Context: an optimization exercise on an open-source flow, tuned for small area, a short achievable clock period and few clock cycles per item. The choices shown serve that exercise and are no tape-out recipe. RTL that was checked went through simulation tests only; none was proved equivalent to the original. No activity file was given, so power comes from the tool's default toggle rates.

Setup of v55:
==> flow/design.v <==
`default_nettype none
package bdq_pkg;
    localparam int OP_W     = 3;
    localparam int STATUS_W = 2;
    localparam int VALUE_W  = 32;
    localparam logic [OP_W-1:0] OP_PUSH_FRONT = 3'd0;
    localparam logic [OP_W-1:0] OP_PUSH_BACK  = 3'd1;
    localparam logic [OP_W-1:0] OP_LIST       = 3'd2;
    localparam logic [OP_W-1:0] OP_POP_FRONT  = 3'd3;
    localparam logic [OP_W-1:0] OP_POP_BACK   = 3'd4;
    localparam logic [STATUS_W-1:0] STAT_OK    = 2'd0;
    localparam logic [STATUS_W-1:0] STAT_EMPTY = 2'd1;
    localparam logic [STATUS_W-1:0] STAT_FULL  = 2'd2;
endpackage
`default_nettype wire
`default_nettype none
import bdq_pkg::*;
module bounded_deque_with_dump
#(
    parameter int DEPTH      = 16,
    parameter int DATA_WIDTH = 32
) (
    input  wire logic                         aclk,
    input  wire logic                         aresetn,
    input  wire logic                         s_valid,
    output logic                              s_ready,
    input  wire logic        [OP_W-1:0]       s_op,
    input  wire logic signed [VALUE_W-1:0]    s_value,
    output logic                              m_valid,
    input  wire logic                         m_ready,
    output logic             [STATUS_W-1:0]   m_status,
    output logic signed      [VALUE_W-1:0]    m_data,
    output logic             [$clog2(DEPTH+1)-1:0] m_fill,
    output logic                              m_last
);
    localparam int CNT_W = $clog2(DEPTH + 1);
    localparam int PTR_W = $clog2(DEPTH);
    logic [DATA_WIDTH-1:0] mem [DEPTH];
    logic [PTR_W-1:0]      head_q, tail_q;      
    logic [CNT_W-1:0]      cnt_q;
    logic                  empty_q;
    logic                  rdy_q;
    logic [DEPTH-1:0]      wen_q;               
    logic                  dv_q;                
    logic [STATUS_W-1:0]   d_st_q;
    logic [CNT_W-1:0]      d_fill_q;
    logic                  d_last_q;
    logic                  d_more_q;            
    logic [PTR_W-1:0]      d_rem_q;             
    logic [DEPTH-1:0]      d_rsel_q;            
    logic                  ov_q;                
    logic [STATUS_W-1:0]   o_st_q;
    logic [VALUE_W-1:0]    o_data_q;
    logic [CNT_W-1:0]      o_fill_q;
    logic                  o_last_q;
    logic                  kv_q;                
    logic [STATUS_W-1:0]   k_st_q;
    logic [VALUE_W-1:0]    k_data_q;
    logic [CNT_W-1:0]      k_fill_q;
    logic                  k_last_q;
    logic                  kv_n, dv_n, more_n;
    logic                  acc;
    logic                  full;
    logic                  is_push, is_list, is_popf, is_popb, is_pop;
    logic [DEPTH-1:0]      head_oh, tail_oh, back_oh;
    assign acc     = s_valid && rdy_q;
    assign full    = cnt_q[CNT_W-1];
    assign is_push = (s_op == OP_PUSH_FRONT) || (s_op == OP_PUSH_BACK);
    assign is_list = (s_op == OP_LIST);
    assign is_popf = (s_op == OP_POP_FRONT);
    assign is_popb = (s_op == OP_POP_BACK);
    assign is_pop  = is_popf || is_popb;
    always_comb begin
        for (int i = 0; i < DEPTH; i++) begin
            head_oh[i] = (head_q == PTR_W'(i));
            tail_oh[i] = (tail_q == PTR_W'(i));
            back_oh[i] = (tail_q == PTR_W'(i + 1));
        end
    end
    logic [STATUS_W-1:0]   n_st;
    logic [CNT_W-1:0]      n_fill;
    logic                  n_last, n_more;
    logic [PTR_W-1:0]      n_rem;
    logic [DEPTH-1:0]      n_rsel;
    always_comb begin
        n_st   = STAT_OK;
        n_fill = cnt_q;
        n_last = 1'b1;
        n_more = 1'b0;
        n_rem  = PTR_W'(cnt_q - CNT_W'(2));
        n_rsel = '0;
        if (is_push) begin
            if (full) n_st = STAT_FULL;
            else      n_fill = cnt_q + CNT_W'(1);
        end else if (is_list || is_pop) begin
            if (empty_q) begin
                n_st = STAT_EMPTY;
            end else begin
                n_rsel = is_popb ? back_oh : head_oh;
                if (is_pop) begin
                    n_fill = cnt_q - CNT_W'(1);
                end else begin
                    n_last = (cnt_q == CNT_W'(1));
                    n_more = !n_last;
                end
            end
        end
    end
    logic [PTR_W-1:0]      head_n, tail_n;
    logic [CNT_W-1:0]      cnt_n;
    always_comb begin
        head_n = head_q;
        tail_n = tail_q;
        cnt_n  = cnt_q;
        if (acc) begin
            if (is_push && !full) begin
                cnt_n = cnt_q + CNT_W'(1);
                if (s_op[0]) tail_n = tail_q + PTR_W'(1);
                else         head_n = head_q - PTR_W'(1);
            end
            if (is_pop && !empty_q) begin
                cnt_n = cnt_q - CNT_W'(1);
                if (is_popf) head_n = head_q + PTR_W'(1);
                else         tail_n = tail_q - PTR_W'(1);
            end
        end
    end
    logic                  take_pf, take_pb, take_qf, take_qb, full_n;
    logic [DEPTH-1:0]      wen_h, wen_t, wen_n;
    assign take_pf = acc && (s_op == OP_PUSH_FRONT) && !full;
    assign take_pb = acc && (s_op == OP_PUSH_BACK)  && !full;
    assign take_qf = acc && is_popf && !empty_q;
    assign take_qb = acc && is_popb && !empty_q;
    assign full_n  = (take_pf || take_pb) ? (cnt_q == CNT_W'(DEPTH - 1))
                                          : (full && !(take_qf || take_qb));
    always_comb begin
        for (int i = 0; i < DEPTH; i++) begin
            wen_h[i] = take_pf ? head_oh[(i + 2) % DEPTH] :
                       take_qf ? head_oh[i] : head_oh[(i + 1) % DEPTH];
            wen_t[i] = take_pb ? tail_oh[(i + DEPTH - 1) % DEPTH] :
                       take_qb ? tail_oh[(i + 1) % DEPTH] : tail_oh[i];
        end
        wen_n = (wen_h | wen_t) & {DEPTH{!(kv_n && dv_n) && !full_n}};
    end
    logic                  fire, take;
    logic [VALUE_W-1:0]    b_data;
    assign fire = dv_q && !kv_q;
    assign take = m_ready || !ov_q;
    always_comb begin
        b_data = '0;
        for (int i = 0; i < DEPTH; i++) b_data = b_data | (mem[i] & {VALUE_W{d_rsel_q[i]}});
    end
    assign kv_n   = !take && (kv_q || fire);
    assign dv_n   = acc || (dv_q && !(fire && !d_more_q));
    assign more_n = acc ? n_more : (fire ? (d_rem_q != '0) : d_more_q);
    always_ff @(posedge aclk) begin
        if (!aresetn) begin
            head_q   <= '0;
            tail_q   <= '0;
            cnt_q    <= '0;
            empty_q  <= 1'b1;
            dv_q     <= 1'b0;
            d_more_q <= 1'b0;
            kv_q     <= 1'b0;
            ov_q     <= 1'b0;
            rdy_q    <= 1'b1;
            wen_q    <= DEPTH'(1) | (DEPTH'(1) << (DEPTH - 1));
        end else begin
            head_q   <= head_n;
            tail_q   <= tail_n;
            cnt_q    <= cnt_n;
            empty_q  <= (cnt_n == '0);
            dv_q     <= dv_n;
            d_more_q <= more_n;
            kv_q     <= kv_n;
            rdy_q    <= !dv_n || (!kv_n && !more_n);
            if (take) ov_q <= kv_q || fire;
            wen_q    <= wen_n;
        end
    end
    always_ff @(posedge aclk) begin
        for (int i = 0; i < DEPTH; i++) begin
            if (wen_q[i]) mem[i] <= s_value;
        end
    end
    always_ff @(posedge aclk) begin
        if (acc) begin
            d_st_q   <= n_st;
            d_fill_q <= n_fill;
            d_last_q <= n_last;
            d_rem_q  <= n_rem;
            d_rsel_q <= n_rsel;
        end else if (fire) begin
            d_last_q <= (d_rem_q == '0);
            d_rem_q  <= d_rem_q - PTR_W'(1);
            d_rsel_q <= {d_rsel_q[DEPTH-2:0], d_rsel_q[DEPTH-1]};
        end
    end
    always_ff @(posedge aclk) begin
        if (!kv_q) begin
            k_st_q   <= d_st_q;
            k_data_q <= b_data;
            k_fill_q <= d_fill_q;
            k_last_q <= d_last_q;
        end
    end
    always_ff @(posedge aclk) begin
        if (take) begin
            o_st_q   <= kv_q ? k_st_q   : d_st_q;
            o_data_q <= kv_q ? k_data_q : b_data;
            o_fill_q <= kv_q ? k_fill_q : d_fill_q;
            o_last_q <= kv_q ? k_last_q : d_last_q;
        end
    end
    assign s_ready  = rdy_q;
    assign m_valid  = ov_q;
    assign m_status = o_st_q;
    assign m_data   = o_data_q;
    assign m_fill   = o_fill_q;
    assign m_last   = o_last_q;
endmodule
`default_nettype wire
export LEC_CHECK = 0
export ABC_CLOCK_PERIOD_IN_PS = 2000
export CAP_MARGIN = 20
export CORE_MARGIN = 2
export CORE_UTILIZATION = 50
export SETUP_SLACK_MARGIN = 2.9
export SLEW_MARGIN = 20
create_clock -name core_clock -period 5.0 [get_ports {aclk}]
run.sh (not shown) runs the stock make flow with config.mk's settings and CLKGATE_MAP_FILE= SYNTH_SCRIPT=/design/flow/synth_recipe.tcl, a recipe that flattens the netlist after the stock synthesis.
v55 ran to completion and came out clean on the timing, DRC and antenna checks.
Testbench counts of v55, summed over its fixed seeds: cycles 11,579, items 8,000.
diff inputs: v55 => v13
- putting CTS_BUF_LIST at sky130_fd_sc_hd__clkbuf_4 sky130_fd_sc_hd__clkbuf_8 where nothing was set
--- outcome ---
Sort v13 and v55 by final cell count asc -> top: v55. Summary of v13 over v55: met1 track demand over resource has increased, maximum clock frequency has decreased.
Modified inputs, v10 compared to v13
- setting CTS_CLUSTER_SIZE to 25 for the first time
- changing CORE_UTILIZATION from 50 to 65
- removing CTS_BUF_LIST (formerly sky130_fd_sc_hd__clkbuf_4 sky130_fd_sc_hd__clkbuf_8)
- setting CTS_CLUSTER_DIAMETER to 60 for the first time
Findings:
- Changes observed in v10 relative to v13: portion of total power attributed to combinational logic increased 1.1 points; worst hold slack went up 11 ps; portion of the layout cell area used by clock cells fell by 3.0 points; global-route usage up 6.1 points; synthesized-area fraction occupied by and/or/nand/nor cells neither gained nor lost much.
- From v10 to v13, adder-cell share of the synthesized area did not move at all.
- v10 ran to completion and came out clean on the timing, DRC and antenna checks.
- [v10 vs v13] worst ir drop on vdd: higher in v10


Setup of lane 1:
bounded_deque_with_dump, a different RTL version from the one above (not shown whole).
For scale: ~1400 cells after synthesis, about 660 flip-flops, about 81 I/O pins, ~24000 sq um of cells after synthesis.
Design bounded_deque_with_dump, start of the top module:
module bounded_deque_with_dump
#(
    parameter int DEPTH      = 16,
    parameter int DATA_WIDTH = 32
) (
    input  wire logic                         aclk,
    input  wire logic                         aresetn,
    input  wire logic                         s_valid,
    output logic                              s_ready,
    input  wire logic        [OP_W-1:0]       s_op,
    input  wire logic signed [VALUE_W-1:0]    s_value,
    output logic                              m_valid,
    input  wire logic                         m_ready,
    output logic             [STATUS_W-1:0]   m_status,
    output logic signed      [VALUE_W-1:0]    m_data,
    output logic             [$clog2(DEPTH+1)-1:0] m_fill,
    output logic                              m_last
);
    localparam int CNT_W = $clog2(DEPTH + 1);
    localparam int PTR_W = $clog2(DEPTH);
    logic [DATA_WIDTH-1:0] mem [DEPTH];
    logic [PTR_W-1:0]      head_q, tail_q;      
    logic [CNT_W-1:0]      cnt_q;
    logic                  empty_q;
    logic                  rdy_q;
    logic [DEPTH-1:0]      wen_q;               
    logic                  dv_q;                
  ...
==> flow/config.mk <==
export PLATFORM = sky130hd
export DESIGN_NAME = bounded_deque_with_dump
export DESIGN_NICKNAME = bounded_deque_with_dump
export VERILOG_FILES = /design/flow/design.v
export SDC_FILE = /design/flow/constraint.sdc
export NUM_CORES = 4
export LEC_CHECK = 0
export ABC_CLOCK_PERIOD_IN_PS = 2000
export CAP_MARGIN = 20
export CORE_MARGIN = 2
export CORE_UTILIZATION = 50
export SETUP_SLACK_MARGIN = 2.8
export SLEW_MARGIN = 20
==> flow/constraint.sdc <==
create_clock -name core_clock -period 5.0 [get_ports {aclk}]
set_input_delay 1.0000 -clock core_clock [delete_from_list [all_inputs] [get_ports {aclk}]]
set_output_delay 1.0000 -clock core_clock [all_outputs]
set_load 0.01 [all_outputs]
The final layout from lane 1, which completed every stage, passed the timing, DRC and antenna checks at the end of the flow.
### lane 1 -> lane 2
# lane 1
export LEC_CHECK = 0
export ABC_CLOCK_PERIOD_IN_PS = 2000
export CAP_MARGIN = 20
export CORE_MARGIN = 2
export CORE_UTILIZATION = 50
export SETUP_SLACK_MARGIN = 2.8
export SLEW_MARGIN = 20
create_clock -name core_clock -period 5.0 [get_ports {aclk}]
# lane 2
export LEC_CHECK = 0
export ABC_CLOCK_PERIOD_IN_PS = 2000
export CAP_MARGIN = 20
export CORE_MARGIN = 2
export CORE_UTILIZATION = 50
export SETUP_SLACK_MARGIN = 2.5
export SLEW_MARGIN = 20
create_clock -name core_clock -period 5.0 [get_ports {aclk}]
==> comparison <==
Lane 2 | status: complete | timing, DRC, antenna: pass
Taking lane 1 as the reference, in lane 2 endpoint arrival time on the critical path lost 1.37 ns; sequential share of layout area +0.75 points; final area decreased 1.2%; synthesized area has remained practically unchanged.
NOTE count of clock-buffer cells in the layout lane 1->lane 2 decreased slightly
The higher worst path setup slack after routing of lane 1 and lane 2 is in lane 1.
Function was not checked in any run of this note: the RTL went through the layout flow alone.

static timing again, ports no longer ideal:
How much do the figures lean on ideal ports? The routed layouts below were timed once more, with nothing changed but the port constraints.
Step 1: set_driving_cell puts a clkbuf_16 on aclk and a buf_2 on each other input, an assumption about the parent block.
Step 2 moves the port delays by t, midway between the first and last clock arrival at a register: inputs arrive t later, outputs are due t later. That takes back most of the time a late clock gives input paths.
Slacks: no drivers / after step 1 / after step 2; pairs: no drivers / after step 1.
run	t (ns)	setup slack, ns	clock arrival spread, ns	worst data-port slew with drivers (ns)
v55	0.643	2.846 / 2.790 / 2.295	0.017 / 0.017	0.12
v13	0.751	2.733 / 2.677 / 2.232	0.041 / 0.042	0.10
v10	0.625	2.859 / 2.806 / 2.294	0.021 / 0.021	0.09
lane 1	0.650	2.709 / 2.719 / 2.069	0.024 / 0.024	0.09
lane 2	0.637	2.545 / 2.486 / 1.949	0.020 / 0.020	0.08
After both steps setup and hold are still met in every run listed. The setup slack of lane 1, which loses most, moves by +0.010 ns with the drivers and by -0.640 ns with both steps.
